What follows belongs to an exercise in optimizing a design on an open flow for small area; a production flow would make more cautious choices. Only simulation tests tie the RTL to the original design; equivalence was not proved. Power is estimated from default activity; no workload was simulated.

v5:
Design regfile_sb, start of the top module:
module regfile_sb #(
  parameter int XLEN     = 32,
  parameter int NREGS    = 32,
  parameter int NRD      = 2,
  parameter int ZERO_REG = 1,
  parameter int BYPASS   = 1,
  parameter int AW       = $clog2(NREGS)
) (
  input  logic                 clk_i,
  input  logic                 reset_i,
  input  logic                 wen_i,
  input  logic [AW-1:0]        rd_idx_i,
  input  logic [XLEN-1:0]      rd_data_i,
  input  logic                 reserve_i,
  input  logic [AW-1:0]        reserve_idx_i,
  input  logic                 flush_i,
  input  logic [NRD*AW-1:0]    rs_idx_i,
  output logic [NRD*XLEN-1:0]  rs_data_o,
  output logic [NRD-1:0]       rs_busy_o,
  output logic [NREGS-1:0]     busy_o
);
  logic [XLEN-1:0]  data_r [1:NREGS-1];
  logic [NREGS-1:1] valid_r;
  logic [NREGS-1:1] busy_r;
  logic [NREGS-1:1] wdec_s;
  logic [NREGS-1:1] rdec_s;
  logic [NREGS-1:1] valid_d_s;
  logic [NREGS-1:1] busy_d_s;
  logic [3:0] wlo_s, rlo_n_s;
  logic [7:0] whi_s, rhi_n_s;
  logic [NREGS-1:1] wdec_n_s;
  logic [AW-1:0] rd_idx_n_s, res_idx_n_s;
  for (genvar j = 0; j < AW; j++) begin : g_idxn
    regfile_sb_inv u_wi (.a_i(rd_idx_i[j]),      .y_o(rd_idx_n_s[j]));
    regfile_sb_inv u_ri (.a_i(reserve_idx_i[j]), .y_o(res_idx_n_s[j]));
  end
  for (genvar a = 0; a < 4; a++) begin : g_wrlo
    regfile_sb_nor2 u_w (
      .a_i ({a[1] ? rd_idx_n_s[1] : rd_idx_i[1], a[0] ? rd_idx_n_s[0] : rd_idx_i[0]}),
      .y_o (wlo_s[a])
    );
    regfile_sb_nand2 u_r (
      .a_i ({a[1] ? reserve_idx_i[1] : res_idx_n_s[1], a[0] ? reserve_idx_i[0] : res_idx_n_s[0]}),
      .y_o (rlo_n_s[a])
    );
  end
  for (genvar b = 0; b < 8; b++) begin : g_wrhi
  ...
clock: 8.0 ns
lec_check: 0
cap_margin: 20
core_margin: 2
core_utilization: 65
cts_buf_list: sky130_fd_sc_hd__clkbuf_8
cts_cluster_diameter: 60
cts_cluster_size: 14
slew_margin: 20
synth_hierarchical: 1
synth_minimum_keep_size: 0
standard.sh (not shown) runs the stock make flow with config.mk's settings and CLKGATE_MAP_FILE= SYNTH_SCRIPT=/design/flow/synth_recipe.tcl, a recipe that flattens the netlist after the stock synthesis.
==> flow/flow/run.sh <==
#!/bin/bash
set -o pipefail
eval "$(sed -n 's/^export \(CTS_BUF_LIST\|CTS_CLUSTER_SIZE\|CTS_CLUSTER_DIAMETER\) *= *\(.*\)$/\1="\2"/p' config.mk)"
grep -E "CTS_|MARGIN|UTIL" config.mk > cts_settings.log 2>&1
export BUFFER_PORTS_ARGS="-buffer_cell sky130_fd_sc_hd__buf_1"
export CTS_ARGS="-sink_clustering_enable -repair_clock_nets -dont_use_dummy_load -buf_list {${CTS_BUF_LIST}} -sink_clustering_size ${CTS_CLUSTER_SIZE} -sink_clustering_max_diameter ${CTS_CLUSTER_DIAMETER}"
echo "CTS_ARGS=$CTS_ARGS" >> cts_settings.log
bash standard.sh > standard_flow.log 2>&1
v5: full flow OK, the timing, design-rule and antenna checks passed
> inputs changed (v5 -> v49)
# v5
export LEC_CHECK = 0
export CAP_MARGIN = 20
export CORE_MARGIN = 2
export CORE_UTILIZATION = 65
export CTS_BUF_LIST = sky130_fd_sc_hd__clkbuf_8
export CTS_CLUSTER_DIAMETER = 60
export CTS_CLUSTER_SIZE = 14
export SLEW_MARGIN = 20
export SYNTH_HIERARCHICAL = 1
export SYNTH_MINIMUM_KEEP_SIZE = 0
create_clock -name core_clock -period 8.0 [get_ports {clk_i}]
# v49
export LEC_CHECK = 0
export CAP_MARGIN = 20
export CORE_MARGIN = 2
export CORE_UTILIZATION = 60
export CTS_BUF_LIST = sky130_fd_sc_hd__clkbuf_8
export CTS_CLUSTER_DIAMETER = 80
export CTS_CLUSTER_SIZE = 12
export SLEW_MARGIN = 20
export SYNTH_HIERARCHICAL = 1
export SYNTH_MINIMUM_KEEP_SIZE = 0
create_clock -name core_clock -period 8.0 [get_ports {clk_i}]
[summary]
Against v5, final period demand of the worst path in v49 came out worse.
Die area is lower on v5
v49 vs. v5: final weighted congestion in routability-driven placement went up by about 4%; clock buffer instance count of the final layout increased by 13% relative to the old numbers.
v5 → v49: maximum fanout encountered on the critical timing path saw a decrease, total power saw an increase, signed area change from the synthesized netlist to the final layout saw an increase, overall fraction of global-route tracks in use saw a decrease.
v49 -> v5: HPWL reported at the end of detailed placement flat
#### Input delta (v1 over v49)
# v49
export LEC_CHECK = 0
export CAP_MARGIN = 20
export CORE_MARGIN = 2
export CORE_UTILIZATION = 60
export CTS_BUF_LIST = sky130_fd_sc_hd__clkbuf_8
export CTS_CLUSTER_DIAMETER = 80
export CTS_CLUSTER_SIZE = 12
export SLEW_MARGIN = 20
export SYNTH_HIERARCHICAL = 1
export SYNTH_MINIMUM_KEEP_SIZE = 0
create_clock -name core_clock -period 8.0 [get_ports {clk_i}]
# v1
export LEC_CHECK = 0
export CAP_MARGIN = 20
export CORE_MARGIN = 2
export CORE_UTILIZATION = 60
export CTS_BUF_LIST = sky130_fd_sc_hd__clkbuf_8
export CTS_CLUSTER_DIAMETER = 60
export CTS_CLUSTER_SIZE = 14
export SLEW_MARGIN = 20
export SYNTH_HIERARCHICAL = 1
export SYNTH_MINIMUM_KEEP_SIZE = 0
create_clock -name core_clock -period 8.0 [get_ports {clk_i}]
## What came out
v1 went all the way through the flow, and no timing, DRC or antenna check failed. Signed area change from the synthesized netlist to the final layout ends up lower on v1. Going from v49 to v1, met3 wirelength from detailed routing rose 4.5%, routed wire length ~0 delta, setup fix buffers added after clock tree synthesis flat, worst setup slack saw little to no change.

## separate check: timing with driven ports
The results above use ideal ports. As a check the final layouts listed here were re-extracted and re-timed, cells and wires unchanged.
Step 1 (the two cells are an assumption about what drives the block):
set clk [get_ports {clk_i}]
set_driving_cell -lib_cell sky130_fd_sc_hd__clkbuf_16 $clk
set_driving_cell -lib_cell sky130_fd_sc_hd__buf_2 [delete_from_list [all_inputs] $clk]
Step 2 times the ports against the registers' clock, not the clock port: input delays grow and output delays shrink by t, the midpoint of the rising clock arrivals with the driver on.
Three values: ideal ports, drivers, drivers and shift; two values: the first two.
| run | shift t [ns] | setup slack, ns | clock arrival spread, ns |
|---|---|---|---|
| v5 | 0.758 | 1.022 / 0.994 / 0.994 | 0.066 / 0.067 |
| v49 | 0.756 | 0.959 / 0.931 / 0.931 | 0.085 / 0.085 |
| v1 | 0.758 | 0.960 / 0.933 / 0.933 | 0.110 / 0.109 |
After both steps every run listed still meets setup and hold.
